Source: an optimization exercise on an open RTL-to-GDS flow (aim: small area, a short achievable clock period and few clock cycles per item). Production flows keep margins and buffers that such runs may drop. At most, simulation tests tie the RTL to the original design; equivalence was not proved. Only the layout flow was run in runs 2 and 3; the RTL was not checked for function there. The clock port is modelled as an ideal driver; clocking choices that lean on that would not hold on a real chip. Power figures rest on the tool's default switching activity, not on a simulated workload.

==> flow/flow/run.sh <==
#!/bin/bash
# The standard layout (standard.sh: the standard flow's synthesis and ORFS flow) with three
# changes to how it is made:
#  - port buffers are buf_2 cells rather than the delay cells buffer_ports picks by
#    default; every port still gets its own buffer;
#  - the clock tree uses clkbuf_4 cells under a clkbuf_16 root and no dummy loads;
set -euo pipefail
export BUFFER_PORTS_ARGS="-buffer_cell sky130_fd_sc_hd__buf_2"
export CTS_ARGS="-sink_clustering_enable -repair_clock_nets -buf_list sky130_fd_sc_hd__clkbuf_4 -root_buf sky130_fd_sc_hd__clkbuf_16 -dont_use_dummy_load"
export SETUP_SLACK_MARGIN=5.4
bash standard.sh finish > standard_flow.log 2>&1
==> flow/standard.sh <==
#!/bin/bash
# synth_recipe.tcl (not shown) runs the flow's synth.tcl, then flattens the netlist and writes it again
# the make line also repeats each setting of config.mk as NAME=value (left out here)
make -C /OpenROAD-flow-scripts/flow DESIGN_CONFIG=/design/flow/config.mk WORK_HOME=/design/flow/orfs CLKGATE_MAP_FILE= SYNTH_SCRIPT=/design/flow/synth_recipe.tcl "${@:-finish}"
==> flow/design.v <==
package tsph_pkg;
  localparam int unsigned PACKET_BYTES = 188;
  localparam logic [7:0] SYNC_CODE = 8'h47;
  localparam logic [3:0] KIND_HEADER  = 4'd0;
  localparam logic [3:0] KIND_PAYLOAD = 4'd8;
  localparam logic [1:0] ST_OK       = 2'd0;
  localparam logic [1:0] ST_BAD_SYNC = 2'd1;
  localparam logic [1:0] ST_TRUNC    = 2'd2;
  localparam int P_IDLE  = 0;    
  localparam int P_PAY   = 1;    
  localparam int P_HDR   = 2;    
  localparam int P_ALEN  = 3;    
  localparam int P_AFL   = 4;    
  localparam int P_STUFF = 5;    
  localparam int P_PSKIP = 6;    
  localparam int P_PEND  = 7;    
  localparam int P_PCR   = 8;    
  localparam int P_OPCR  = 9;
  localparam int P_SPL   = 10;
  localparam int P_PRIV  = 11;
  localparam int P_EXT   = 12;   
  localparam int P_LTW   = 13;
  localparam int P_RATE  = 14;
  localparam int P_SEAM  = 15;
endpackage
module ts_packet_header_parser (
  input  logic        clk,
  input  logic        rst,
  input  logic        byte_valid,
  output logic        byte_stall,
  input  logic [8:0]  byte_data,   
  output logic        rec_valid,
  input  logic        rec_stall,
  output logic [72:0] rec_data
);
  localparam logic [7:0] ALEN_MAX = 8'(tsph_pkg::PACKET_BYTES - 5);
  localparam logic [7:0] POS_WRAP = 8'(tsph_pkg::PACKET_BYTES);
  localparam int P_IDLE  = tsph_pkg::P_IDLE;
  localparam int P_PAY   = tsph_pkg::P_PAY;
  localparam int P_HDR   = tsph_pkg::P_HDR;
  localparam int P_ALEN  = tsph_pkg::P_ALEN;
  localparam int P_AFL   = tsph_pkg::P_AFL;
  localparam int P_STUFF = tsph_pkg::P_STUFF;
  localparam int P_PSKIP = tsph_pkg::P_PSKIP;
  localparam int P_PEND  = tsph_pkg::P_PEND;
  localparam int P_PCR   = tsph_pkg::P_PCR;
  localparam int P_OPCR  = tsph_pkg::P_OPCR;
  localparam int P_SPL   = tsph_pkg::P_SPL;
  localparam int P_PRIV  = tsph_pkg::P_PRIV;
  localparam int P_EXT   = tsph_pkg::P_EXT;
  localparam int P_LTW   = tsph_pkg::P_LTW;
  localparam int P_RATE  = tsph_pkg::P_RATE;
  localparam int P_SEAM  = tsph_pkg::P_SEAM;
  logic        in_vld, in_vld_n;
  logic [8:0]  in_q, in_q_n;
  logic        bs_q, bs_n;
  logic        in_sync, in_zero, in_long;    
  logic        in_sync_n, in_zero_n, in_long_n;
  logic        ov, ov_n;
  logic [3:0]  okind, ekind;
  logic [1:0]  ost, est;
  logic        olast, elast;
  logic        emit;
  logic [15:0] ph, ph_n;        
  logic        pt, pt_n;        
  logic [5:0]  fcnt, fcnt_n;    
  logic [7:0]  bpos, bpos_n;    
  logic        wrap, wrap_n;    
  logic [7:0]  abl, abl_n;      
  logic [7:0]  fl, fl_n;        
  logic [23:0] hl;              
  logic [41:0] val;             
  logic [7:0]  b;
  logic        pos0, quiet, calm, fld, last;
  logic        do_pend, do_t0, consume, cq, cn;
  logic        sync;
  logic        t_hdr, t_alen, t_afl, t_pskip, t_stuff, t_fld, t_priv;
  logic        adv;
  logic [7:0]  fs;
  logic [15:0] adv_ph;
  logic        adv_pt;
  logic [5:0]  adv_cnt;
  logic [7:0]  adv_fl;
  logic [41:0] vd, ve;
  logic        v_clr, v_pay, v_dec, v_all;
  logic [5:0]  s_pcr;
  logic [4:0]  s_seam;
  logic [2:0]  s_rate;
  logic [1:0]  s_ltw;
  logic        s_one;
  logic [7:0]  pay_len;
  logic        hshift;        
  logic        pos0_n, quiet_n, calm_n, free_n;
  assign b     = in_q[8:1];
  assign pos0  = in_q[0] || wrap;
  assign quiet = ph[P_IDLE] || ph[P_PAY];
  assign calm  = quiet || ph[P_ALEN] || ph[P_AFL] || ph[P_STUFF] || ph[P_EXT];
  assign fld   = ph[P_PCR] || ph[P_OPCR] || ph[P_SPL] || ph[P_PRIV] || ph[P_EXT] ||
                 ph[P_LTW] || ph[P_RATE] || ph[P_SEAM];
  assign last  = fcnt[0];
  assign sync  = in_sync;
  assign do_pend = !ov && ph[P_PEND];
  assign do_t0   = !ov && in_vld && pos0 && !quiet && !ph[P_PEND];
  assign consume = in_vld && (ph[P_PEND] ? (!ov && !pos0)
                                         : (!(pos0 && !quiet) && (!ov || (calm && !pos0))));
  assign cq      = consume && pos0;     
  assign cn      = consume && !pos0 && !ph[P_PEND];
  assign t_hdr   = cn && ph[P_HDR] && last;
  assign t_alen  = cn && ph[P_ALEN];
  assign t_afl   = cn && ph[P_AFL];
  assign t_pskip = cn && ph[P_PSKIP] && (val[16:9] == 8'd1);
  assign t_stuff = cn && ph[P_STUFF] && (abl == 8'd1);
  assign t_fld   = cn && fld && last;
  assign t_priv  = t_fld && ph[P_PRIV] && !in_zero;
  assign adv     = t_afl || t_pskip || (t_fld && !t_priv);
  always_comb begin
    if (ph[P_AFL])      fs = {b[4:0], 3'd0};
    else if (ph[P_EXT]) fs = {5'd0, b[7:5]};
    else                fs = fl;
    adv_ph  = '0;
    adv_pt  = 1'b0;
    adv_cnt = '0;
    adv_fl  = fs;
    if (fs[7]) begin
      adv_fl[7] = 1'b0;
      if (abl <= 8'd6) adv_pt = 1'b1; else adv_ph[P_PCR] = 1'b1;
      adv_cnt[5] = 1'b1;
    end else if (fs[6]) begin
      adv_fl[6] = 1'b0;
      if (abl <= 8'd6) adv_pt = 1'b1; else adv_ph[P_OPCR] = 1'b1;
      adv_cnt[5] = 1'b1;
    end else if (fs[5]) begin
      adv_fl[5] = 1'b0;
      if (abl <= 8'd1) adv_pt = 1'b1; else adv_ph[P_SPL] = 1'b1;
      adv_cnt[0] = 1'b1;
    end else if (fs[4]) begin
      adv_fl[4] = 1'b0;
      if (abl <= 8'd1) adv_pt = 1'b1; else adv_ph[P_PRIV] = 1'b1;
      adv_cnt[0] = 1'b1;
    end else if (fs[3]) begin
      adv_fl[3] = 1'b0;
      if (abl <= 8'd2) adv_pt = 1'b1; else adv_ph[P_EXT] = 1'b1;
      adv_cnt[1] = 1'b1;
    end else if (fs[2]) begin
      adv_fl[2] = 1'b0;
      if (abl <= 8'd2) adv_pt = 1'b1; else adv_ph[P_LTW] = 1'b1;
      adv_cnt[1] = 1'b1;
    end else if (fs[1]) begin
      adv_fl[1] = 1'b0;
      if (abl <= 8'd3) adv_pt = 1'b1; else adv_ph[P_RATE] = 1'b1;
      adv_cnt[2] = 1'b1;
    end else if (fs[0]) begin
      adv_fl[0] = 1'b0;
      if (abl <= 8'd5) adv_pt = 1'b1; else adv_ph[P_SEAM] = 1'b1;
      adv_cnt[4] = 1'b1;
    end else if (abl != 8'd1) begin
      adv_ph[P_STUFF] = 1'b1;
    end
    if (adv_ph == '0) adv_ph[P_PEND] = 1'b1;
  end
  always_comb begin
    ph_n   = ph;
    pt_n   = pt;
    fcnt_n = fcnt;
    abl_n  = abl;
    fl_n   = fl;
    emit   = 1'b0;
    ekind  = tsph_pkg::KIND_HEADER;
    est    = tsph_pkg::ST_OK;
    elast  = 1'b0;
    v_clr  = 1'b0;
    v_pay  = 1'b0;
    if (cn && (fld || ph[P_HDR])) fcnt_n = fcnt >> 1;
    if (cn && (fld || ph[P_AFL] || ph[P_PSKIP] || ph[P_STUFF])) abl_n = abl - 8'd1;
    if (do_pend) begin
      emit  = 1'b1;
      ekind = tsph_pkg::KIND_PAYLOAD;
      elast = 1'b1;
      ph_n  = '0;
      if (pt) begin
        est   = tsph_pkg::ST_TRUNC;
        v_clr = 1'b1;
        ph_n[P_IDLE] = 1'b1;
      end else begin
        v_pay = 1'b1;
        ph_n[P_PAY] = 1'b1;
      end
    end
    if (do_t0) begin
      emit  = 1'b1;
      ekind = tsph_pkg::KIND_PAYLOAD;
      est   = tsph_pkg::ST_TRUNC;
      elast = 1'b1;
      v_clr = 1'b1;
      ph_n  = '0;
      ph_n[P_IDLE] = 1'b1;
    end
    if (cq) begin
      ph_n = '0;
      if (!sync) begin
        emit  = 1'b1;
        est   = tsph_pkg::ST_BAD_SYNC;
        elast = 1'b1;
        v_clr = 1'b1;
        ph_n[P_IDLE] = 1'b1;
      end else begin
        ph_n[P_HDR] = 1'b1;
        fcnt_n      = 6'b000100;
      end
    end
    if (t_hdr) begin
      emit  = 1'b1;
      v_clr = 1'b1;
      ph_n  = '0;
      if (b[5]) begin
        ph_n[P_ALEN] = 1'b1;
      end else begin
        ph_n[P_PEND] = 1'b1;
        pt_n         = 1'b0;
      end
    end
    if (t_alen) begin
      abl_n = b;
      ph_n  = '0;
      if (in_long) begin
        ph_n[P_PEND] = 1'b1;
        pt_n         = 1'b1;
      end else if (in_zero) begin
        ph_n[P_PEND] = 1'b1;
        pt_n         = 1'b0;
      end else begin
        ph_n[P_AFL] = 1'b1;
      end
    end
    if (t_stuff) begin
      ph_n = '0;
      ph_n[P_PEND] = 1'b1;
      pt_n         = 1'b0;
    end
    if (t_fld && !ph[P_EXT]) begin
      emit  = 1'b1;
      ekind = {1'b0,
               ph[P_PRIV] || ph[P_LTW] || ph[P_RATE] || ph[P_SEAM],
               ph[P_OPCR] || ph[P_SPL] || ph[P_RATE] || ph[P_SEAM],
               ph[P_PCR] || ph[P_SPL] || ph[P_LTW] || ph[P_SEAM]};
    end
    if (t_priv) begin
      ph_n = '0;
      if (b >= abl) begin
        ph_n[P_PEND] = 1'b1;
        pt_n         = 1'b1;
      end else begin
        ph_n[P_PSKIP] = 1'b1;
      end
    end
    if (adv) begin
      ph_n = adv_ph;
      pt_n = adv_pt;
      fl_n = adv_fl;
      if (adv_ph[P_PEND] == 1'b0) fcnt_n = adv_cnt;
    end
  end
  assign v_dec   = cn && ph[P_PSKIP];
  assign hshift  = cn && ph[P_HDR];
  assign pay_len = hl[4] ? (POS_WRAP - bpos) : 8'd0;
  always_comb begin
    s_pcr  = {6{cn && (ph[P_PCR] || ph[P_OPCR])}} & {fcnt[0], fcnt[1], fcnt[2], fcnt[3], fcnt[4], fcnt[5]};
    s_seam = {5{cn && ph[P_SEAM]}} & {fcnt[0], fcnt[1], fcnt[2], fcnt[3], fcnt[4]};
    s_rate = {3{cn && ph[P_RATE]}} & {fcnt[0], fcnt[1], fcnt[2]};
    s_ltw  = {2{cn && ph[P_LTW]}} & {fcnt[0], fcnt[1]};
    s_one  = cn && (ph[P_SPL] || ph[P_PRIV]);
  end
  assign v_all = v_clr || v_pay || s_one || s_ltw[0] || s_rate[0] || s_seam[0];
  always_comb begin
    vd = '0;
    ve = {42{v_all}};
    vd[41:34] = vd[41:34] | ({8{s_pcr[0]}} & b);           ve[41:34] = ve[41:34] | {8{s_pcr[0]}};
    vd[33:26] = vd[33:26] | ({8{s_pcr[1]}} & b);           ve[33:26] = ve[33:26] | {8{s_pcr[1]}};
    vd[25:18] = vd[25:18] | ({8{s_pcr[2]}} & b);           ve[25:18] = ve[25:18] | {8{s_pcr[2]}};
    vd[17:10] = vd[17:10] | ({8{s_pcr[3]}} & b);           ve[17:10] = ve[17:10] | {8{s_pcr[3]}};
    vd[9:8]   = vd[9:8]   | ({2{s_pcr[4]}} & {b[7], b[0]}); ve[9:8]   = ve[9:8]   | {2{s_pcr[4]}};
    vd[7:0]   = vd[7:0]   | ({8{s_pcr[5]}} & b);           ve[7:0]   = ve[7:0]   | {8{s_pcr[5]}};
    vd[41:39] = vd[41:39] | ({3{s_seam[0]}} & b[3:1]);
    vd[3:0]   = vd[3:0]   | ({4{s_seam[0]}} & b[7:4]);
    vd[38:31] = vd[38:31] | ({8{s_seam[1]}} & b);           ve[38:31] = ve[38:31] | {8{s_seam[1]}};
    vd[30:24] = vd[30:24] | ({7{s_seam[2]}} & b[7:1]);      ve[30:24] = ve[30:24] | {7{s_seam[2]}};
    vd[23:16] = vd[23:16] | ({8{s_seam[3]}} & b);           ve[23:16] = ve[23:16] | {8{s_seam[3]}};
    vd[15:9]  = vd[15:9]  | ({7{s_seam[4]}} & b[7:1]);      ve[15:9]  = ve[15:9]  | {7{s_seam[4]}};
    vd[30:25] = vd[30:25] | ({6{s_rate[0]}} & b[5:0]);
    vd[24:17] = vd[24:17] | ({8{s_rate[1]}} & b);           ve[24:17] = ve[24:17] | {8{s_rate[1]}};
    vd[16:9]  = vd[16:9]  | ({8{s_rate[2]}} & b);           ve[16:9]  = ve[16:9]  | {8{s_rate[2]}};
    vd[23:17] = vd[23:17] | ({7{s_ltw[0]}} & b[6:0]);
    vd[0]     = vd[0]     | (s_ltw[0] & b[7]);
    vd[16:9]  = vd[16:9]  | ({8{s_ltw[1]}} & b);            ve[16:9]  = ve[16:9]  | {8{s_ltw[1]}};
    vd[16:9]  = vd[16:9]  | ({8{s_one}} & b);
    vd[16:9]  = vd[16:9]  | ({8{v_pay}} & bpos);
    vd[7:0]   = vd[7:0]   | ({8{v_pay}} & pay_len);
    vd[16:9]  = vd[16:9]  | ({8{v_dec}} & (val[16:9] - 8'd1));
    ve[16:9]  = ve[16:9]  | {8{v_dec}};
  end
  always_comb begin
    bpos_n = bpos;
    wrap_n = wrap;
    if (consume) begin
      bpos_n = pos0 ? 8'd1 : bpos + 8'd1;
      wrap_n = !pos0 && (bpos == POS_WRAP - 8'd1);
    end
  end
  assign ov_n     = ov ? rec_stall : emit;
  assign in_vld_n = (in_vld && !consume) || (byte_valid && !bs_q);
  assign in_q_n   = bs_q ? in_q : byte_data;
  assign in_sync_n = bs_q ? in_sync : (byte_data[8:1] == tsph_pkg::SYNC_CODE);
  assign in_zero_n = bs_q ? in_zero : (byte_data[8:1] == 8'd0);
  assign in_long_n = bs_q ? in_long : (byte_data[8:1] > ALEN_MAX);
  assign pos0_n   = in_q_n[0] || wrap_n;
  assign quiet_n  = ph_n[P_IDLE] || ph_n[P_PAY];
  assign calm_n   = quiet_n || ph_n[P_ALEN] || ph_n[P_AFL] || ph_n[P_STUFF] || ph_n[P_EXT];
  assign free_n   = !ov_n;
  assign bs_n     = in_vld_n && (free_n ? (pos0_n && !quiet_n)
                                        : (ph_n[P_PEND] || !calm_n || pos0_n));
  always_ff @(posedge clk) begin
    if (rst) begin
      in_vld <= 1'b0;
      bs_q   <= 1'b0;
      ov     <= 1'b0;
      ph     <= 16'(1) << P_IDLE;
      wrap   <= 1'b1;
    end else begin
      in_vld <= in_vld_n;
      bs_q   <= bs_n;
      ov     <= ov_n;
      ph     <= ph_n;
      wrap   <= wrap_n;
    end
  end
  always_ff @(posedge clk) begin
    in_q    <= in_q_n;
    in_sync <= in_sync_n;
    in_zero <= in_zero_n;
    in_long <= in_long_n;
    bpos <= bpos_n;
    pt   <= pt_n;
    fcnt <= fcnt_n;
    abl  <= abl_n;
    fl   <= fl_n;
    hl  <= (hl & {24{!(cq || hshift)}}) | ({hl[15:0], b} & {24{hshift}});
    val <= (val & ~ve) | (vd & ve);
    if (emit) begin
      okind <= ekind;
      ost   <= est;
      olast <= elast;
    end
  end
  assign byte_stall = bs_q;
  assign rec_valid  = ov;
  assign rec_data   = {okind, hl[20:8], hl[23], hl[22], hl[21], hl[7:6], hl[5:4], hl[3:0],
                       val, ost, olast};
endmodule
==> flow/config.mk <==
export PLATFORM = sky130hd
export DESIGN_NAME = ts_packet_header_parser
export DESIGN_NICKNAME = ts_packet_header_parser
export VERILOG_FILES = /design/flow/design.v
export SDC_FILE = /design/flow/constraint.sdc
export NUM_CORES = 4
export LEC_CHECK = 0
export ABC_AREA = 1
export CAP_MARGIN = 20
export CORE_MARGIN = 2
export CORE_UTILIZATION = 65
export SLEW_MARGIN = 20
==> flow/constraint.sdc <==
create_clock -name core_clock -period 8.0 [get_ports {clk}]
set_input_delay 1.6000 -clock core_clock [delete_from_list [all_inputs] [get_ports {clk}]]
set_output_delay 1.6000 -clock core_clock [all_outputs]
set_load 0.01 [all_outputs]
==> results.yml, run 1 <==
cells_and_area:
  syn2layout_area_growth_pct: 14.7
  diodes: 0
  drive_above_1_share: 0.211
  n_fill_cell: 744
  nets: 939
synth:
  syn_inst: 793
  synth_edf_count: 83
  yosysUniqueCellTypes: 49
  synth_seq_cells: 135
  synthArstFlopShare: 0
  ys_seq_area_frac: 0.512
  yosysWarnings: 1
  synth_area_leader_cell: "edfxtp_1"
  synth_top_cell_area_share: 0.361
  synth_fp_nets: 821
  netlist_area_mm2: 0.00690
  avgSynthCellArea_um2: 8.70
  netlist_top_cells_area: "edfxtp_1 (36%), dfxtp_1 (15%), nand2_1 (8.1%)"
  ys.flop_type: "edfxtp_1"
clock_tree:
  cts_tree: "built"
  cts_root_buffer: "clkbuf_16"
  clock_latency_ns: 0.39
  clock_path_buffers: 2
  htreeDepth: 4
  clkTransAtPathRegs_ns: 0.09
  cts_made_buffers: 17
  cts.sink_count: 135
  ctsHoldBuffers: 0
critical_path:
  crit_path_max_fanout: 3
  critPathCapture: "byte_stall"
  setup.worst_path.end_class: "output port"
  worstSetupPathType: "reg2out"
  cp_slowest_cell: "dfxtp_1"
  reg2reg_from: "in_q[0]$_DFF_P_"
  cp-start-kind: "register"
  path_depth: 1
  r2r_slack_ns: 5.51
  critPathBufInv: 1
  crit_path_max_incr_delay_ns: 0.45
  crit_family: "flip-flops"
  cp.required_ns: 6.40
  crit_arrival_ns: 0.99
  startpoint: "bs_q$_SDFF_PP0_"
  crit_chain: "buf_2"
  reg2reg_depth: 13
power:
  peakVddDrop_v: 0.000113
  leakagePower_nw: 3.40
  cellPowerDensity_mw_per_mm2: 168
  finalPower_mw: 1.33
drt:
  avgRoutedWirePerCell_um: 19.5
  drt-initial-drc-count: 787
  routed_wl_um: 20400
  antenna_left: 0
  wl_met1_um: 7770
  vias: 6546
  routed_via_density: 6.26
  dr_wl_met2_um: 9610
  highest_layer: "met4"
  routed-wl-met3_um: 1950
  drc: 0
  firstDrtPassIters: 7
timing:
  slew_violations: 0
  worstMarginPinSlew_ns: 1.00
  final_hold_viol_count: 0
  rsz0062_at_grt: "true"
  setup_ws_ns: 5.41
  post-route-period-util: 0.324
  min_period_ns: 2.59
  clock_skew_ns: 0.0330
  setup_viol: 0
  slew_headroom: 0.324
  setup_tns_ns: 0
  timing.fmax_mhz: 386
placed_design:
  portBuffers: 87
  hpwl_um: 14600
  gp_congestion: 0.986
  pre_cts_slack_ns: 4.96
global_routing:
  grt_first_pass_wirelength_um: 31000
  grt_usage: 0.361
  grt_overflow: 0
  grt_pass1_vias: 6122
  grt_max_degree: 34
  antenna_found_initial: 0
floorplan:
  die_w_um: 107
  io-pin-count: 88
  num_rows: 37
  die_h_um: 107
  fp.coreArea_mm2: 0.0103
  dieArea_mm2: 0.0115
  start_util: 0.668
run_status:
  status: "finished clean"
hold_path:
  hold_path.class: "reg2reg"
job:
  drv_cap: 0
-- through the flow --
| step | cells | instance area (µm²) | utilization | hold WS (ns) |
|---|---|---|---|---|
| 5_1_grt | 1045 | 7910 | 0.766 | 0.511 |
| 3_3_place_gp | 997 | 7420 | 0.718 | 0.463 |
| 6_report | 1045 | 7910 | 0.766 | 0.487 |
| 2_1_floorplan | 793 | 6900 | - | 0.452 |
| 3_5_place_dp | 997 | 7420 | 0.718 | 0.469 |
| 4_1_cts | 1028 | 7720 | 0.747 | 0.490 |
-- logic make-up after synthesis --
logic type | Yosys count | synth area share
buffers and inverters | 134 | 0.0751
adders and majority gates | 15 | 0.0272
DFF | 135 | 0.512
and+or+nand+nor | 323 | 0.212
xor gates and xnor gates | 14 | 0.0178
AOI/OAI and AO/OA | 172 | 0.155
-- routing by layer --
| metal | global-route usage | up-vias |
|---|---|---|
| li1 | - | 2984 |
| met1 | 0.449 | 3001 |
| met2 | 0.602 | 463 |
| met3 | 0.0669 | 98 |
| met4 | 0.185 | 0 |
| met5 | 0 | - |
-- cells in the final DEF, fill, tap and decap left out, types with 7 or more instances in the layout --
cell type  count
a21oi_1       46
buf_2         87
buf_4         29
clkbuf_4      16
dfxtp_1       49
edfxtp_1      83
ha_1          15
inv_1         98
inv_2          8
nand2_1      146
nand2_2        7
nand3_1       44
nand4_1        8
nor2_1        64
nor2_2        10
nor2_4         7
nor3_1        15
o21ai_0       38
o221ai_1      26
o22ai_1       33
xor2_1        11
-- report_power, final --
| part | leakage, nW | internal [mW] | total, mW | switching (mW) |
|---|---|---|---|---|
| clock network | 0.0859 | 0.116 | 0.330 | 0.214 |
| logic | 2.09 | 0.0602 | 0.182 | 0.122 |
| registers | 1.22 | 0.778 | 0.814 | 0.0365 |
-- repair_timing --
action / CTS / global route
endpoints found under the setup margin: 77 / 80
setup buffers: 13 / 17
pin swaps: 6 / 2
resized for setup: 13 / 16
cloned: 1 / 0
-- how the worst min path moves through the flow --
stage | to | cells after the start | from
after detailed placement | hl[19]$_DFF_P_ | 2 | hl[19]$_DFF_P_
final | ph[9]$_SDFFE_PP0P_ | 2 | ph[9]$_SDFFE_PP0P_
after CTS | ph[9]$_SDFFE_PP0P_ | 2 | ph[9]$_SDFFE_PP0P_
after global placement | hl[19]$_DFF_P_ | 2 | hl[19]$_DFF_P_
after floorplan | ph[10]$_SDFFE_PP0P_ | 2 | ph[10]$_SDFFE_PP0P_
after global routing | ph[11]$_SDFFE_PP0P_ | 2 | ph[11]$_SDFFE_PP0P_
-- layout make-up --
type | instances | area [µm²] | area share
inverter | 115 | 445 | 0.0563
tap | 136 | 170 | 0.0215
timing repair buffer | 117 | 664 | 0.0840
clock buffer | 17 | 145 | 0.0183
multi-input combinational | 525 | 2950 | 0.373
sequential | 135 | 3540 | 0.447
-- Yosys cell counts (all sizes together) (11+ instances only) --
cell type and n:
nand2 155, inv 110, edfxtp 83, nor2 81, dfxtp 52, nand3 49
a21oi 48, o21ai 45, o22ai 33, o221ai 26, nor3 16, ha 15
clkbuf 12, xor2 11
Testbench counts, summed over its fixed seeds: cycles 36,328, bytes 36,128.
==> run 2, diff against run 1 <==
--- a/flow/design.v
+++ b/flow/design.v
@@ -55,6 +55,4 @@
   logic [8:0]  in_q, in_q_n;
   logic        bs_q, bs_n;
-  logic        in_sync, in_zero, in_long;    
-  logic        in_sync_n, in_zero_n, in_long_n;
   logic        ov, ov_n;
   logic [3:0]  okind, ekind;
@@ -99,5 +97,5 @@
                  ph[P_LTW] || ph[P_RATE] || ph[P_SEAM];
   assign last  = fcnt[0];
-  assign sync  = in_sync;
+  assign sync  = (b == tsph_pkg::SYNC_CODE);
   assign do_pend = !ov && ph[P_PEND];
   assign do_t0   = !ov && in_vld && pos0 && !quiet && !ph[P_PEND];
@@ -112,5 +110,5 @@
   assign t_stuff = cn && ph[P_STUFF] && (abl == 8'd1);
   assign t_fld   = cn && fld && last;
-  assign t_priv  = t_fld && ph[P_PRIV] && !in_zero;
+  assign t_priv  = t_fld && ph[P_PRIV] && (b != 8'd0);
   assign adv     = t_afl || t_pskip || (t_fld && !t_priv);
   always_comb begin
@@ -223,8 +221,8 @@
       abl_n = b;
       ph_n  = '0;
-      if (in_long) begin
+      if (b > ALEN_MAX) begin
         ph_n[P_PEND] = 1'b1;
         pt_n         = 1'b1;
-      end else if (in_zero) begin
+      end else if (b == 8'd0) begin
         ph_n[P_PEND] = 1'b1;
         pt_n         = 1'b0;
@@ -310,7 +308,4 @@
   assign in_vld_n = (in_vld && !consume) || (byte_valid && !bs_q);
   assign in_q_n   = bs_q ? in_q : byte_data;
-  assign in_sync_n = bs_q ? in_sync : (byte_data[8:1] == tsph_pkg::SYNC_CODE);
-  assign in_zero_n = bs_q ? in_zero : (byte_data[8:1] == 8'd0);
-  assign in_long_n = bs_q ? in_long : (byte_data[8:1] > ALEN_MAX);
   assign pos0_n   = in_q_n[0] || wrap_n;
   assign quiet_n  = ph_n[P_IDLE] || ph_n[P_PAY];
@@ -335,8 +330,5 @@
   end
   always_ff @(posedge clk) begin
-    in_q    <= in_q_n;
-    in_sync <= in_sync_n;
-    in_zero <= in_zero_n;
-    in_long <= in_long_n;
+    in_q <= in_q_n;
     bpos <= bpos_n;
     pt   <= pt_n;
==> flow/flow/run.sh (replaced) <==
#!/bin/bash
# The standard layout (standard.sh: the standard flow's synthesis and ORFS flow) with three
# changes to how it is made:
#  - port buffers are buf_2 cells rather than the delay cells buffer_ports picks by
#    default; every port still gets its own buffer;
#  - the clock tree uses clkbuf_8 cells under a clkbuf_16 root and no dummy loads;
set -euo pipefail
export BUFFER_PORTS_ARGS="-buffer_cell sky130_fd_sc_hd__buf_2"
export CTS_ARGS="-sink_clustering_enable -repair_clock_nets -buf_list sky130_fd_sc_hd__clkbuf_8 -root_buf sky130_fd_sc_hd__clkbuf_16 -dont_use_dummy_load"
export SETUP_SLACK_MARGIN=5.4
bash standard.sh finish > standard_flow.log 2>&1
--- a/flow/config.mk
+++ b/flow/config.mk
@@ -9,4 +9,4 @@
 export CAP_MARGIN = 20
 export CORE_MARGIN = 2
-export CORE_UTILIZATION = 65
+export CORE_UTILIZATION = 50
 export SLEW_MARGIN = 20
==> run 2 against run 1 <==
Net effect: still clean; first-iteration DRC count decreased by 30%; final cell count rose by 4.1%; via count fell by 3.3%; clock power is 28% higher; critical endpoint is now rec_data[17]; largest power group unchanged; highest routed layer unchanged.
==> results.yml, run 2 <==
critical_path:
  cp-start-kind: "register"
  crit_path_max_incr_delay_ns: 0.44
  crit_arrival_ns: 0.97
  worstSetupPathType: "reg2out"
  setup.worst_path.end_class: "output port"
  critPathBufInv: 1
  crit_family: "flip-flops"
  reg2reg_depth: 14
  cp_slowest_cell: "edfxtp_1"
  crit_chain: "buf_2"
  crit_path_max_fanout: 4
  path_depth: 1
  cp.required_ns: 6.40
global_routing:
  grt_first_pass_wirelength_um: 31200
  grt_overflow: 0
  grt_max_degree: 34
  grt_pass1_vias: 5807
  grt_usage: 0.282
  antenna_found_initial: 0
drt:
  drc: 0
  vias: 6328
  firstDrtPassIters: 5
  avgRoutedWirePerCell_um: 18.8
  dr_wl_met2_um: 9960
  routed_via_density: 5.82
  antenna_left: 0
  routed_wl_um: 20500
  wl_met1_um: 8470
  drt-initial-drc-count: 553
  highest_layer: "met4"
  routed-wl-met3_um: 1420
timing:
  setup_ws_ns: 5.43
  min_period_ns: 2.57
  post-route-period-util: 0.321
  setup_viol: 0
  slew_headroom: 0.556
  setup_tns_ns: 0
  rsz0062_at_grt: "true"
  hold_slack_ns: 0.468
  final_hold_viol_count: 0
  timing.fmax_mhz: 389
  worstMarginPinSlew_ns: 0.666
  clock_skew_ns: 0.0227
  slew_violations: 0
power:
  cellPowerDensity_mw_per_mm2: 164
  seqPwrFrac: 0.571
  p_int_mw: 1.00
  power_frac_comb: 0.115
  p_sw_mw: 0.341
  peakVddDrop_v: 0.000103
  clockPowerShare: 0.314
  finalPower_mw: 1.34
  swShare: 0.254
  leakagePower_nw: 3.40
synth:
  yosys.cell_count.top_type: "nand2_1"
  synth_seq_cells: 132
  syn_inst: 783
  synth.top_cells.by_count: "nand2_1 (139), inv_1 (107), edfxtp_1 (80)"
  yosysWarnings: 1
  synth_area_leader_cell: "edfxtp_1"
  ys.flop_type: "edfxtp_1"
  synthArstFlopShare: 0
  synth_top_cell_area_share: 0.354
  avgSynthCellArea_um2: 8.67
  synth_edf_count: 80
  netlist_area_mm2: 0.00679
  ys_seq_area_frac: 0.507
  netlist_top_cells_area: "edfxtp_1 (35%), dfxtp_1 (15%), nand2_1 (7.7%)"
  yosysUniqueCellTypes: 52
  synth_fp_nets: 811
job:
  drv_cap: 0
floorplan:
  die_w_um: 121
  fp.coreArea_mm2: 0.0132
  die_h_um: 121
  io-pin-count: 88
  start_util: 0.513
  num_rows: 42
  dieArea_mm2: 0.0145
cells_and_area:
  drive_above_1_share: 0.236
  n_fill_cell: 1191
  diodes: 0
  mostFrequentLayoutCells: "nand2_1 (134), inv_1 (100), buf_2 (87)"
  layoutNonFillerInstCount: 1088
  final_common_cell: "nand2_1"
  syn2layout_area_growth_pct: 20.6
  nets: 942
placed_design:
  portBuffers: 87
  gp_congestion: 0.946
  placed_cells: 1022
  pre_cts_slack_ns: 4.44
  hpwl_um: 14900
hold_path:
  hold_path.class: "reg2reg"
  min_path_cells: 2
clock_tree:
  cts.sink_count: 132
  clock_latency_ns: 0.38
  clock_path_buffers: 2
  cts_tree: "built"
  clkTransAtPathRegs_ns: 0.06
  ctsHoldBuffers: 0
  cts_root_buffer: "clkbuf_16"
  htreeDepth: 4
  cts_made_buffers: 17
run_status:
  status: "finished clean"
## run 2: cell count changes in the layout (fill, tap and decap cells not counted), moves of 8 or more
cell,before,now
buf_4,29,47
clkbuf_4,16,0
clkbuf_8,0,16
nand2_1,146,134
nand3_1,44,33
nand4_1,8,16
## run 2: stage by stage
step / util / cell area [µm²]
floorplan: - / 6790
global placement: 0.554 / 7340
detailed placement: 0.554 / 7340
CTS: 0.586 / 7750
global route: 0.619 / 8190
finish: 0.619 / 8190
## run 2: layer usage
metal,up-vias,track usage
met2,310,0.468
li1,2987,-
met3,54,0.0524
met4,0,0.116
met5,-,0
met1,2977,0.364
## run 2: what timing repair did
action                     4_1_cts  5_1_grt
setup buffers                   10       39
pin swaps                        1        3
gates resized for setup         24       26
setup endpoints to repair      117       82
## run 2: worst paths after layout
path | from | to | slack [ns]
setup / recovery | register | rec_data[17] | 5.43
hold / removal | ph[6]$_SDFFE_PP0P_ | ph[6]$_SDFFE_PP0P_ | 0.47
setup reg to reg | in_q[0]$_DFF_P_ | register | 5.52
hold reg to reg | ph[6]$_SDFFE_PP0P_ | ph[6]$_SDFFE_PP0P_ | 0.47
## run 2: cell type report
type	instances	area, µm²	share of cell area
sequential	132	3450	0.421
multi-input combinational	512	2980	0.364
timing repair buffer	137	840	0.102
inverter	114	458	0.0559
clock buffer	17	245	0.0299
tap	176	220	0.0269
## run 2: kinds of logic (layout without fill, tap and decap cells)
family,Yosys count,count (layout),synth area share
compound gates,174,174,0.161
simple gates,309,309,0.206
fa+ha+maj,15,15,0.0276
xor+xnor,14,14,0.0181
flops,132,132,0.507
buf+inv,139,268,0.0802
## run 2: power by group through the flow
stage,sequential (mW),clock [mW],combinational (mW)
6_report,0.766,0.422,0.154
5_1_grt,0.768,0.453,0.164
4_1_cts,0.773,0.424,0.118
3_5_place_dp,0.786,0,0.110
3_3_place_gp,0.785,0,0.108
2_1_floorplan,0.781,0,0.0679
==> run 3, diff against run 2 <==
==> flow/flow/run.sh (replaced) <==
#!/bin/bash
# The standard layout (standard.sh: the standard flow's synthesis and ORFS flow) with these
# changes to how it is made:
#  - port buffers are buf_2 cells rather than the delay cells buffer_ports picks by
#    default; every port still gets its own buffer;
#  - the clock tree is built from clkbuf_4 cells under a clkbuf_16 root, with no
#    dummy loads; flow/post_cts.tcl then upsizes to clkbuf_8 any of them whose
#    flip-flop clock pins would see a high slew;
set -euo pipefail
export BUFFER_PORTS_ARGS="-buffer_cell sky130_fd_sc_hd__buf_2"
export CTS_ARGS="-sink_clustering_enable -repair_clock_nets -buf_list sky130_fd_sc_hd__clkbuf_4 -root_buf sky130_fd_sc_hd__clkbuf_16 -dont_use_dummy_load"
export POST_CTS_TCL="$(pwd)/flow/post_cts.tcl"
export SETUP_SLACK_MARGIN=5.4
bash standard.sh finish > standard_flow.log 2>&1
==> flow/flow/post_cts.tcl (new file) <==
set_propagated_clock [all_clocks]
estimate_parasitics -placement
set upsized 0
foreach inst [get_cells *] {
  if {[get_property $inst ref_name] ne "sky130_fd_sc_hd__clkbuf_4"} { continue }
  set worst 0.0
  foreach opin [get_pins -of_objects $inst -filter "direction==output"] {
    foreach p [get_pins -of_objects [get_nets -of_objects $opin] -filter "direction==input"] {
      set s [get_property $p slew_max]
      if {$s > $worst} { set worst $s }
    }
  }
  if {$worst > 0.090} {
    replace_cell [get_property $inst full_name] sky130_fd_sc_hd__clkbuf_8
    incr upsized
  }
}
puts "post_cts: upsized $upsized clock buffers to clkbuf_8"
if {$upsized > 0} {
  detailed_placement
  check_placement -verbose
  estimate_parasitics -placement
}
--- a/flow/config.mk
+++ b/flow/config.mk
@@ -10,3 +10,4 @@
 export CORE_MARGIN = 2
 export CORE_UTILIZATION = 50
+export PLACE_DENSITY = 0.8
 export SLEW_MARGIN = 20
==> run 3 against run 2 <==
Net effect: wire length shrank 6.4%; critical path depth did not move; worst setup slack got worse by 0.032 ns; clock power is 15% lower; still clean on timing, DRC and antenna.
==> results.yml, run 3 <==
run_status:
  status: "finished clean"
drt:
  drt-initial-drc-count: 768
  dr_wl_met2_um: 8680
  routed-wl-met3_um: 1920
  antenna_left: 0
  routed_wl_um: 19200
  wl_met1_um: 7900
  drc: 0
  firstDrtPassIters: 8
  highest_layer: "met4"
  routed_via_density: 5.89
  avgRoutedWirePerCell_um: 17.8
  vias: 6328
critical_path:
  crit_path_max_fanout: 4
  critPathBufInv: 1
  cp-start-kind: "register"
  r2r_slack_ns: 5.46
  crit_path_max_incr_delay_ns: 0.46
  reg2reg_from: "in_q[4]$_DFFE_PN_"
  cp_slowest_cell: "edfxtp_1"
  crit_chain: "buf_2"
  worstSetupPathType: "reg2out"
  crit_arrival_ns: 1.00
  reg2reg_depth: 14
  cp.required_ns: 6.40
  crit_family: "flip-flops"
  r2r-end: "bs_q$_SDFF_PP0_"
  setup.worst_path.end_class: "output port"
synth:
  synth_seq_cells: 132
  synth_edf_count: 80
  synthArstFlopShare: 0
  synth_compound_area_frac: 0.161
  ys_seq_area_frac: 0.507
  syn_inst: 783
  yosys-mux-area-fraction: 0
  yosysWarnings: 1
  synth_fp_nets: 811
  netlist_area_mm2: 0.00679
  ys.flop_type: "edfxtp_1"
  synth_top_cell_area_share: 0.354
  synthXorXnorAreaFrac: 0.0181
  yosys.cell_count.top_type: "nand2_1"
  yosys.area_share.simple: 0.206
  synth_top_family_by_area: "simple AND/OR/NAND/NOR gates"
  synth_area_leader_cell: "edfxtp_1"
  avgSynthCellArea_um2: 8.67
  yosys.area_share.adder: 0.0276
  yosysUniqueCellTypes: 52
  synth.top_cells.by_count: "nand2_1 (139), inv_1 (107), edfxtp_1 (80)"
  netlist_top_cells_area: "edfxtp_1 (35%), dfxtp_1 (15%), nand2_1 (7.7%)"
cells_and_area:
  layoutNonFillerInstCount: 1075
  nets: 929
  mostFrequentLayoutCells: "nand2_1 (136), inv_1 (100), buf_2 (87)"
  multiInputGateArea_mm2: 0.00297
  seq_area_mm2: 0.00345
  fin_area_mm2: 0.00801
  syn2layout_area_growth_pct: 17.9
  final_common_cell: "nand2_1"
  n_fill_cell: 1147
  diodes: 0
  drive_above_1_share: 0.222
global_routing:
  antenna_found_initial: 0
  grt_max_degree: 34
  grt_overflow: 0
  grt_pass1_vias: 5871
  grt_first_pass_wirelength_um: 29500
  grt_usage: 0.262
timing:
  post-route-period-util: 0.325
  slew_headroom: 0.595
  worstMarginPinSlew_ns: 0.606
  rsz0062_at_grt: "true"
  timing.fmax_mhz: 384
  slew_violations: 0
  setup_tns_ns: 0
  final_hold_viol_count: 0
  min_period_ns: 2.60
  setup_viol: 0
  clock_skew_ns: 0.0209
clock_tree:
  clkTransAtPathRegs_ns: 0.08
  cts.sink_count: 132
  clock_latency_ns: 0.37
  cts_tree: "built"
placed_design:
  hpwl_um: 13300
  place_area_mm2: 0.00734
  placed_cells: 1022
  gp_congestion: 0.976
  portBuffers: 87
power:
  peakVddDrop_v: 0.000104
  cellPowerDensity_mw_per_mm2: 158
  leakagePower_nw: 3.30
floorplan:
  fp.coreArea_mm2: 0.0132
  start_util: 0.513
  die_h_um: 121
  dieArea_mm2: 0.0145
  die_w_um: 121
  num_rows: 42
  io-pin-count: 88
hold_path:
  hp-start: "hl[22]$_DFF_P_"
  hold_path.class: "reg2reg"
  min_path_cells: 2
  min_to: "hl[22]$_DFF_P_"
job:
  drv_cap: 0
## run 3: cell count changes in the layout (fill, tap and decap cells not counted), sizes merged
cell | before | now
buf | 137 | 124
inv | 104 | 103
clkinv | 4 | 5
## run 3: metrics by stage
step | hold slack, ns | setup WS [ns] | power (mW) | utilization
global route | 0.507 | 5.34 | 1.31 | 0.605
floorplan | 0.439 | 5.63 | 0.849 | -
finish | 0.480 | 5.40 | 1.27 | 0.605
global placement | 0.457 | 4.98 | 0.892 | 0.554
detailed placement | 0.467 | 4.81 | 0.894 | 0.554
## run 3: layout make-up
| type | instances | area share |
|---|---|---|
| repair buffers | 124 | 0.0926 |
| flip-flops and latches | 132 | 0.430 |
| clock buffers | 17 | 0.0220 |
| multi-input cells | 512 | 0.371 |
| inverters | 114 | 0.0567 |
| well taps | 176 | 0.0275 |
## run 3: power by group
group | switching [mW] | internal, mW | leakage, nW
registers | 0.0205 | 0.745 | 1.18
clock network | 0.215 | 0.143 | 0.0989
logic | 0.0948 | 0.0495 | 2.01
## run 3: worst max-delay path by stage
stage,startpoint,to,slack [ns],cells past startpoint
6_report,register,rec_data[17],5.40,1
3_5_place_dp,in_q[6]$_DFFE_PN_,register,4.81,8
2_1_floorplan,byte_data[0],bs_q$_SDFF_PP0_,5.63,7
3_3_place_gp,in_q[6]$_DFFE_PN_,register,4.98,8
5_1_grt,in_q[0]$_DFF_P_,bs_q$_SDFF_PP0_,5.34,17
## run 3: per-layer routing
metal	vias to the layer above	GRT usage
met5	-	0
met4	0	0.0974
met3	81	0.0646
met2	414	0.414
met1	2872	0.349
li1	2961	-
## run 3: cell families (layout without fill, tap and decap cells)
kind of cell	Yosys count	count (layout)
DFF	132	132
and+or+nand+nor	309	309
adders and majority gates	15	15
xor gates and xnor gates	14	14
buffers and inverters	139	255
AOI/OAI and AO/OA	174	174
==> run 4, diff against run 3 <==
--- a/flow/design.v
+++ b/flow/design.v
@@ -55,4 +55,6 @@
   logic [8:0]  in_q, in_q_n;
   logic        bs_q, bs_n;
+  logic        in_sync, in_zero, in_long;    
+  logic        in_sync_n, in_zero_n, in_long_n;
   logic        ov, ov_n;
   logic [3:0]  okind, ekind;
@@ -97,5 +99,5 @@
                  ph[P_LTW] || ph[P_RATE] || ph[P_SEAM];
   assign last  = fcnt[0];
-  assign sync  = (b == tsph_pkg::SYNC_CODE);
+  assign sync  = in_sync;
   assign do_pend = !ov && ph[P_PEND];
   assign do_t0   = !ov && in_vld && pos0 && !quiet && !ph[P_PEND];
@@ -110,5 +112,5 @@
   assign t_stuff = cn && ph[P_STUFF] && (abl == 8'd1);
   assign t_fld   = cn && fld && last;
-  assign t_priv  = t_fld && ph[P_PRIV] && (b != 8'd0);
+  assign t_priv  = t_fld && ph[P_PRIV] && !in_zero;
   assign adv     = t_afl || t_pskip || (t_fld && !t_priv);
   always_comb begin
@@ -221,8 +223,8 @@
       abl_n = b;
       ph_n  = '0;
-      if (b > ALEN_MAX) begin
+      if (in_long) begin
         ph_n[P_PEND] = 1'b1;
         pt_n         = 1'b1;
-      end else if (b == 8'd0) begin
+      end else if (in_zero) begin
         ph_n[P_PEND] = 1'b1;
         pt_n         = 1'b0;
@@ -308,4 +310,7 @@
   assign in_vld_n = (in_vld && !consume) || (byte_valid && !bs_q);
   assign in_q_n   = bs_q ? in_q : byte_data;
+  assign in_sync_n = bs_q ? in_sync : (byte_data[8:1] == tsph_pkg::SYNC_CODE);
+  assign in_zero_n = bs_q ? in_zero : (byte_data[8:1] == 8'd0);
+  assign in_long_n = bs_q ? in_long : (byte_data[8:1] > ALEN_MAX);
   assign pos0_n   = in_q_n[0] || wrap_n;
   assign quiet_n  = ph_n[P_IDLE] || ph_n[P_PAY];
@@ -330,5 +335,8 @@
   end
   always_ff @(posedge clk) begin
-    in_q <= in_q_n;
+    in_q    <= in_q_n;
+    in_sync <= in_sync_n;
+    in_zero <= in_zero_n;
+    in_long <= in_long_n;
     bpos <= bpos_n;
     pt   <= pt_n;
--- a/flow/config.mk
+++ b/flow/config.mk
@@ -9,5 +9,4 @@
 export CAP_MARGIN = 20
 export CORE_MARGIN = 2
-export CORE_UTILIZATION = 50
-export PLACE_DENSITY = 0.8
+export CORE_UTILIZATION = 65
 export SLEW_MARGIN = 20
==> run 4 against run 3 <==
Net effect: still clean on timing, DRC and antenna; sequential power rose by 6.1%; wire length increased by 7.2%; total power up 7.6%; worst hold slack better by 0.0053 ns; area after synthesis increased by 1.6%; clock-buffer cell count unchanged; combinational power grew 29%; sequential share of layout area up 1.4 points; maximum frequency is essentially flat; highest routed layer unchanged.
==> results.yml, run 4 <==
run_status:
  status: "finished clean"
global_routing:
  antenna_found_initial: 0
  grt-busiest-layer: "met2"
  grt_usage: 0.361
  grt_max_degree: 34
  met2_usage: 0.601
  grt_overflow: 0
  grt_first_pass_wirelength_um: 31000
  grtUsageMet3: 0.0687
  grt_pass1_vias: 6104
  met1_usage: 0.450
synth:
  synth_area_leader_cell: "edfxtp_1"
  syn_inst: 793
  avgSynthCellArea_um2: 8.70
  yosys.cell_count.top_type: "nand2_1"
  yosysWarnings: 1
  netlist_area_mm2: 0.00690
  synth_seq_cells: 135
  yosysUniqueCellTypes: 49
  netlist_top_cells_area: "edfxtp_1 (36%), dfxtp_1 (15%), nand2_1 (8.1%)"
  ys_seq_area_frac: 0.512
  synthArstFlopShare: 0
  synth_edf_count: 83
  synth_top_cell_area_share: 0.361
  ys.flop_type: "edfxtp_1"
  synth_fp_nets: 821
  synth.top_cells.by_count: "nand2_1 (149), inv_1 (101), edfxtp_1 (83)"
floorplan:
  num_rows: 37
  dieArea_mm2: 0.0115
  die_w_um: 107
  fp.coreArea_mm2: 0.0103
  start_util: 0.668
  die_h_um: 107
  io-pin-count: 88
critical_path:
  cp_slowest_cell: "edfxtp_1"
  crit_family: "flip-flops"
  setup.worst_path.end_class: "output port"
  cp.required_ns: 6.40
  critPathBufInv: 1
  crit_arrival_ns: 1.00
  crit_chain: "buf_2"
  crit_path_max_incr_delay_ns: 0.46
  critPathCapture: "rec_data[14]"
  crit_path_max_fanout: 4
  reg2reg_from: "wrap$_SDFF_PP1_"
  cp-start-kind: "register"
  r2r_slack_ns: 5.51
  path_depth: 1
  reg2reg_depth: 13
  worstSetupPathType: "reg2out"
drt:
  drt-initial-drc-count: 880
  firstDrtPassIters: 7
  antenna_left: 0
  vias: 6563
  routed_wl_um: 20500
  drc: 0
  routed_via_density: 6.26
  avgRoutedWirePerCell_um: 19.6
timing:
  slew_violations: 0
  rsz0062_at_grt: "true"
  min_period_ns: 2.60
  final_hold_viol_count: 0
  timing.fmax_mhz: 385
  worstMarginPinSlew_ns: 1.01
  post-route-period-util: 0.325
  setup_tns_ns: 0
  slew_headroom: 0.317
  clock_skew_ns: 0.0326
  setup_viol: 0
cells_and_area:
  drive_above_1_share: 0.213
  nets: 942
  final_common_cell: "nand2_1"
  fin_area_mm2: 0.00797
  mostFrequentLayoutCells: "nand2_1 (146), inv_1 (98), buf_2 (87)"
  n_fill_cell: 726
  diodes: 0
  syn2layout_area_growth_pct: 15.5
power:
  swShare: 0.276
  finalPower_mw: 1.36
  clockPowerShare: 0.268
  seqPwrFrac: 0.596
  power_frac_comb: 0.136
  leakagePower_nw: 3.42
  p_int_mw: 0.987
  p_sw_mw: 0.377
  cellPowerDensity_mw_per_mm2: 171
  peakVddDrop_v: 0.000114
clock_tree:
  cts_tree: "built"
  clock_latency_ns: 0.38
  clkTransAtPathRegs_ns: 0.08
  cts.sink_count: 135
placed_design:
  hpwl_um: 14600
  place_area_mm2: 0.00742
  gp_congestion: 0.986
  portBuffers: 87
job:
  drv_cap: 0
hold_path:
  hold_path.class: "reg2reg"
-- run 4: cell types whose count changed after synthesis, moves of 5 or more --
| cell | delta |
|---|---|
| a21oi_1 | +5 |
| a31oi_1 | -5 |
| clkbuf_1 | -6 |
| inv_1 | -6 |
| inv_2 | +7 |
| nand2_1 | +10 |
| nand3_1 | +10 |
| nand4_1 | -8 |
| nor2_2 | +5 |
| o211ai_1 | -5 |
| o22ai_1 | -5 |
-- run 4: kinds of logic (layout without fill, tap and decap cells) --
| kind of cell | Yosys count | count (layout) | synth area share |
|---|---|---|---|
| buffers and inverters | 134 | 252 | 0.0751 |
| adders and majority gates | 15 | 15 | 0.0272 |
| and+or+nand+nor | 323 | 324 | 0.212 |
| DFF | 135 | 135 | 0.512 |
| xor gates and xnor gates | 14 | 14 | 0.0178 |
| AOI/OAI and AO/OA | 172 | 172 | 0.155 |
-- run 4: worst min-delay path by stage --
stage | start | endpoint | slack (ns) | cells after the start
final | hl[19]$_DFF_P_ | hl[19]$_DFF_P_ | 0.49 | 2
after global routing | ph[11]$_SDFFE_PP0P_ | ph[11]$_SDFFE_PP0P_ | 0.51 | 2
after global placement | hl[19]$_DFF_P_ | hl[19]$_DFF_P_ | 0.46 | 2
after detailed placement | hl[19]$_DFF_P_ | hl[19]$_DFF_P_ | 0.47 | 2
after floorplan | ph[10]$_SDFFE_PP0P_ | ph[10]$_SDFFE_PP0P_ | 0.45 | 2
-- run 4: through the flow --
step	setup WS (ns)	hold slack (ns)	utilization	std cells
after floorplan	5.58	0.452	-	793
after global placement	5.12	0.463	0.718	997
after detailed placement	4.96	0.469	0.718	997
after global routing	5.35	0.511	0.772	1048
final	5.40	0.486	0.772	1048
-- run 4: power by group through the flow --
| stage | registers, mW | logic (mW) | clock network (mW) |
|---|---|---|---|
| 3_5_place_dp | 0.833 | 0.148 | 0 |
| 5_1_grt | 0.816 | 0.200 | 0.385 |
| 3_3_place_gp | 0.830 | 0.143 | 0 |
| 2_1_floorplan | 0.827 | 0.0903 | 0 |
| 6_report | 0.813 | 0.186 | 0.365 |
-- run 4: area by class of cell --
class	count	area, µm²	area share
flip-flops and latches	135	3540	0.444
multi-input cells	525	2950	0.370
repair buffers	120	683	0.0858
inverters	115	445	0.0559
clock buffers	17	183	0.0229
well taps	136	170	0.0214
-- run 4: layer usage --
layer,up-vias,share of wire
met4,0,0.052
met3,91,0.098
met2,476,0.47
met1,3016,0.38
met5,-,0
li1,2980,-
Testbench counts of run 4, summed over its fixed seeds: cycles 36,328, bytes 36,128.
==> run 5, diff against run 4 <==
--- a/flow/config.mk
+++ b/flow/config.mk
@@ -9,4 +9,5 @@
 export CAP_MARGIN = 20
 export CORE_MARGIN = 2
-export CORE_UTILIZATION = 65
+export CORE_UTILIZATION = 50
+export PLACE_DENSITY = 0.7
 export SLEW_MARGIN = 20
==> run 5 against run 4 <==
Net effect: still clean on timing, DRC and antenna; clock skew fell by 0.0046 ns; flip-flop and latch count did not move; non-clock buffer count rose by 9; final cell count rose by 4.6%; critical path depth did not move; cell area rose by 1.7%; area after synthesis did not move; largest cell class unchanged.
==> results.yml, run 5 <==
synth:
  synth_top_cell_area_share: 0.361
  synthXorXnorAreaFrac: 0.0178
  yosys.area_share.simple: 0.212
  yosys.area_share.adder: 0.0272
  synth_area_leader_cell: "edfxtp_1"
  synth_fp_nets: 821
  netlist_top_cells_area: "edfxtp_1 (36%), dfxtp_1 (15%), nand2_1 (8.1%)"
  avgSynthCellArea_um2: 8.70
  ys.flop_type: "edfxtp_1"
  yosysWarnings: 1
  synthArstFlopShare: 0
  syn_inst: 793
  synth_seq_cells: 135
  synth.top_cells.by_count: "nand2_1 (149), inv_1 (101), edfxtp_1 (83)"
  ys_seq_area_frac: 0.512
  netlist_area_mm2: 0.00690
  yosys.cell_count.top_type: "nand2_1"
  synth_edf_count: 83
  synth_top_family_by_area: "simple AND/OR/NAND/NOR gates"
  yosysUniqueCellTypes: 49
  yosys-mux-area-fraction: 0
  synth_compound_area_frac: 0.155
power:
  cellPowerDensity_mw_per_mm2: 169
  swShare: 0.271
  peakVddDrop_v: 0.000123
  p_int_mw: 0.997
  finalPower_mw: 1.37
  clockPowerShare: 0.272
  seqPwrFrac: 0.596
  power_frac_comb: 0.132
  leakagePower_nw: 3.46
  p_sw_mw: 0.370
placed_design:
  portBuffers: 87
  placed_cells: 1037
  hpwl_um: 14800
  gp_congestion: 0.952
  place_area_mm2: 0.00747
  pre_cts_slack_ns: 4.97
timing:
  setup_viol: 0
  setup_ws_ns: 5.40
  rsz0062_at_grt: "true"
  clock_skew_ns: 0.0280
  slew_headroom: 0.303
  final_hold_viol_count: 0
  timing.fmax_mhz: 385
  slew_violations: 0
  worstMarginPinSlew_ns: 1.03
  min_period_ns: 2.60
  post-route-period-util: 0.325
  setup_tns_ns: 0
  hold_slack_ns: 0.481
cells_and_area:
  mostFrequentLayoutCells: "nand2_1 (146), inv_1 (98), buf_2 (87)"
  syn2layout_area_growth_pct: 17.5
  fin_area_mm2: 0.00810
  nets: 950
  final_common_cell: "nand2_1"
  seq_area_mm2: 0.00354
  drive_above_1_share: 0.222
  layoutNonFillerInstCount: 1096
  multiInputGateArea_mm2: 0.00295
  final_util: 0.607
  diodes: 0
  n_fill_cell: 1162
drt:
  vias: 6488
  highest_layer: "met4"
  antenna_left: 0
  routed_via_density: 5.92
  drc: 0
  routed_wl_um: 20200
  avgRoutedWirePerCell_um: 18.4
  dr_wl_met2_um: 9720
  firstDrtPassIters: 9
  routed-wl-met3_um: 1770
  drt-initial-drc-count: 803
  wl_met1_um: 7940
clock_tree:
  cts_tree: "built"
  clock_latency_ns: 0.37
  cts.sink_count: 135
  clkTransAtPathRegs_ns: 0.07
global_routing:
  grt_pass1_vias: 6066
  antenna_found_initial: 0
  grt_max_degree: 34
  grt_overflow: 0
  grt_first_pass_wirelength_um: 31500
  grt_usage: 0.279
run_status:
  status: "finished clean"
hold_path:
  hold_path.class: "reg2reg"
  min_path_cells: 2
critical_path:
  critPathBufInv: 1
  crit_arrival_ns: 1.00
  cp_slowest_cell: "edfxtp_1"
  reg2reg_depth: 14
  path_depth: 1
  worstSetupPathType: "reg2out"
  crit_chain: "buf_2"
  crit_path_max_fanout: 4
  setup.worst_path.end_class: "output port"
  crit_family: "flip-flops"
  cp-start-kind: "register"
  cp.required_ns: 6.40
  crit_path_max_incr_delay_ns: 0.46
floorplan:
  dieArea_mm2: 0.0147
  die_w_um: 121
  die_h_um: 121
  io-pin-count: 88
  start_util: 0.517
  num_rows: 42
  fp.coreArea_mm2: 0.0133
job:
  drv_cap: 0
==> run 5: cell counts after synthesis <==
Identical to the previous run, type by type.
==> run 5: final cells by class <==
cell class	instances	area share
Clock buffer	17	0.0241
Inverter	115	0.0545
Multi-Input combinational cell	524	0.364
Sequential cell	135	0.437
Tap cell	176	0.0272
Timing Repair Buffer	129	0.0936
==> run 5: cell families (layout without fill, tap and decap cells) <==
kind of cell,count (synthesis),count (layout)
AOI/OAI and AO/OA,172,172
DFF,135,135
adders and majority gates,15,15
and+or+nand+nor,323,323
xor gates and xnor gates,14,14
buffers and inverters,134,261
==> run 5: power groups by stage <==
stage | sequential [mW] | combinational [mW] | clock (mW)
global route | 0.818 | 0.196 | 0.405
finish | 0.815 | 0.181 | 0.372
global placement | 0.831 | 0.146 | 0
detailed placement | 0.833 | 0.148 | 0
floorplan | 0.827 | 0.0903 | 0
==> run 5: final timing paths <==
check / start / end / slack (ns)
setup / recovery: register / rec_data[12] / 5.40
hold / removal: hl[16]$_DFF_P_ / hl[16]$_DFF_P_ / 0.48
setup reg to reg: ph[4]$_SDFF_PP0_ / register / 5.50
hold reg to reg: hl[16]$_DFF_P_ / hl[16]$_DFF_P_ / 0.48
==> run 5: routing by layer <==
metal  GRT usage  up-vias
li1            -     2999
met1       0.363     3057
met2       0.450      369
met3      0.0550       63
met4       0.131        0
met5           0        -
==> run 6, diff against run 5 <==
--- a/flow/config.mk
+++ b/flow/config.mk
@@ -10,4 +10,4 @@
 export CORE_MARGIN = 2
 export CORE_UTILIZATION = 50
-export PLACE_DENSITY = 0.7
+export PLACE_DENSITY = 0.8
 export SLEW_MARGIN = 20
==> run 6 against run 5 <==
Net effect: total power is 2.0% lower; maximum frequency increased by 0.78%; clock-buffer cell count did not move; clock skew increased by 0.0025 ns; cell area shrank 1.7%; sequential power barely moved; via count down 3.4%; worst hold slack got worse by 0.0054 ns; core utilization is 1.1 points lower; global-route usage shrank 2.0 points; critical endpoint unchanged; largest power group unchanged; highest routed layer unchanged.
==> results.yml, run 6 <==
synth:
  ys_seq_area_frac: 0.512
  syn_inst: 793
  yosysWarnings: 1
  synth_seq_cells: 135
  netlist_area_mm2: 0.00690
  yosys.cell_count.top_type: "nand2_1"
  synth_top_cell_area_share: 0.361
  ys.flop_type: "edfxtp_1"
  avgSynthCellArea_um2: 8.70
  synth_fp_nets: 821
  synth_edf_count: 83
  yosysUniqueCellTypes: 49
  netlist_top_cells_area: "edfxtp_1 (36%), dfxtp_1 (15%), nand2_1 (8.1%)"
  synth_area_leader_cell: "edfxtp_1"
  synth.top_cells.by_count: "nand2_1 (149), inv_1 (101), edfxtp_1 (83)"
  synthArstFlopShare: 0
power:
  cellPowerDensity_mw_per_mm2: 168
  clockPowerShare: 0.267
  power_frac_comb: 0.125
  p_sw_mw: 0.359
  p_int_mw: 0.981
  seqPwrFrac: 0.608
  peakVddDrop_v: 0.0000863
  leakagePower_nw: 3.37
  swShare: 0.268
drt:
  avgRoutedWirePerCell_um: 17.3
  drt-initial-drc-count: 824
  antenna_left: 0
  vias: 6266
  routed_wl_um: 18800
  drc: 0
  firstDrtPassIters: 6
  routed_via_density: 5.79
critical_path:
  crit_path_max_incr_delay_ns: 0.44
  r2r_slack_ns: 5.52
  cp_slowest_cell: "edfxtp_1"
  worstSetupPathType: "reg2out"
  path_depth: 1
  crit_chain: "buf_2"
  critPathBufInv: 1
  reg2reg_from: "in_q[0]$_DFF_P_"
  cp-start-kind: "register"
  reg2reg_depth: 15
  crit_family: "flip-flops"
  cp.required_ns: 6.40
  crit_path_max_fanout: 2
  crit_arrival_ns: 0.98
  setup.worst_path.end_class: "output port"
  critPathCapture: "rec_data[12]"
cells_and_area:
  n_fill_cell: 1219
  diodes: 0
  final_common_cell: "nand2_1"
  nets: 937
  drive_above_1_share: 0.208
  mostFrequentLayoutCells: "nand2_1 (147), inv_1 (98), buf_2 (87)"
  syn2layout_area_growth_pct: 15.4
timing:
  setup_ws_ns: 5.42
  post-route-period-util: 0.322
  min_period_ns: 2.58
  setup_viol: 0
  slew_headroom: 0.585
  slew_violations: 0
  clock_skew_ns: 0.0305
  timing.fmax_mhz: 388
  rsz0062_at_grt: "true"
  final_hold_viol_count: 0
  setup_tns_ns: 0
  worstMarginPinSlew_ns: 0.623
global_routing:
  grt_pass1_vias: 5719
  grt_first_pass_wirelength_um: 29000
  grt_max_degree: 34
  antenna_found_initial: 0
  grt_usage: 0.259
  grt_overflow: 0
run_status:
  status: "finished clean"
floorplan:
  start_util: 0.517
  dieArea_mm2: 0.0147
  num_rows: 42
  fp.coreArea_mm2: 0.0133
  die_w_um: 121
  io-pin-count: 88
  die_h_um: 121
hold_path:
  hold_path.class: "reg2reg"
placed_design:
  hpwl_um: 13800
  pre_cts_slack_ns: 5.06
  gp_congestion: 1.00
  portBuffers: 87
clock_tree:
  cts_tree: "built"
  clkTransAtPathRegs_ns: 0.08
  clock_latency_ns: 0.37
  cts.sink_count: 135
job:
  drv_cap: 0
-- run 6: changes by cell type in the layout (fill, tap and decap cells not counted), moves of 2 or more --
cell	change
nor2_4	-3
clkbuf_4	+2
nor2_2	+4
clkbuf_8	-2
buf_4	-12
buf_6	-2
a21oi_1	+2
-- run 6: metrics by stage --
| stage | area (µm²) | total power [mW] | hold slack (ns) | instances | utilization |
|---|---|---|---|---|---|
| floorplan | 6900 | 0.917 | 0.452 | 793 | - |
| global placement | 7470 | 0.976 | 0.463 | 1037 | 0.559 |
| detailed placement | 7470 | 0.978 | 0.469 | 1037 | 0.559 |
| global route | 7960 | 1.39 | 0.501 | 1083 | 0.596 |
| finish | 7960 | 1.34 | 0.475 | 1083 | 0.596 |
-- run 6: logic make-up (layout without fill, tap and decap cells) --
family	after synthesis	after routing	synth area share
adders and majority gates	15	15	0.0272
DFF	135	135	0.512
xor gates and xnor gates	14	14	0.0178
buffers and inverters	134	248	0.0751
and+or+nand+nor	323	323	0.212
AOI/OAI and AO/OA	172	172	0.155
-- run 6: area by class of cell --
type | instances | area (µm²) | share of cell area
sequential | 135 | 3540 | 0.444
multi-input combinational | 524 | 2910 | 0.365
timing repair buffer | 116 | 666 | 0.0836
inverter | 115 | 445 | 0.0560
tap | 176 | 220 | 0.0277
clock buffer | 17 | 183 | 0.0229
-- run 6: power groups by stage --
stage	combinational [mW]	sequential [mW]	clock, mW
global route	0.183	0.818	0.393
global placement	0.143	0.834	0
finish	0.167	0.815	0.358
floorplan	0.0903	0.827	0
detailed placement	0.144	0.833	0
-- run 6: worst min path at each step --
stage	from	endpoint	cells past startpoint
2_1_floorplan	ph[10]$_SDFFE_PP0P_	ph[10]$_SDFFE_PP0P_	2
3_3_place_gp	ph[10]$_SDFFE_PP0P_	ph[10]$_SDFFE_PP0P_	2
3_5_place_dp	ph[10]$_SDFFE_PP0P_	ph[10]$_SDFFE_PP0P_	2
5_1_grt	ph[10]$_SDFFE_PP0P_	ph[10]$_SDFFE_PP0P_	2
6_report	ph[10]$_SDFFE_PP0P_	ph[10]$_SDFFE_PP0P_	2
-- run 6: routing by layer --
metal	up-vias	global-route usage	routed length [µm]	share of wire
met3	45	0.0555	1600	0.085
met5	-	0	0	0
li1	2983	-	-	-
met1	2891	0.341	8020	0.43
met4	0	0.101	497	0.027
met2	347	0.420	8640	0.46

port drivers added, routing unchanged:
Ports are ideal in the flow. The routed layouts listed here were re-timed in OpenROAD.
Step 1: set_driving_cell puts a clkbuf_16 on clk and a buf_2 on each other input, an assumption about the parent block.
Step 2 adds t to the input delays and takes it off the output delays; t is the mean of the earliest and latest rising clock arrival at the registers after step 1. Input paths then give back, and output paths get back, about the clock's delay inside the block.
a / b / c = ideal ports / drivers / drivers and shift; a / b = the first two.
run	shift t [ns]	setup slack, ns	worst setup path at the end	worst data-port slew with drivers (ns)
run 1	0.411	5.407 / 5.366 / 5.388	input to register	0.05
run 2	0.406	5.429 / 5.389 / 5.392	input to register	0.03
run 3	0.396	5.397 / 5.360 / 5.402	input to register	0.03
run 4	0.407	5.399 / 5.359 / 5.397	input to register	0.05
run 5	0.398	5.403 / 5.360 / 5.402	input to register	0.03
run 6	0.398	5.423 / 5.382 / 5.404	input to register	0.03
After both steps setup and hold are still met in every run listed. The setup slack of run 2, which loses most, moves by -0.040 ns with the drivers and by -0.037 ns with both steps.
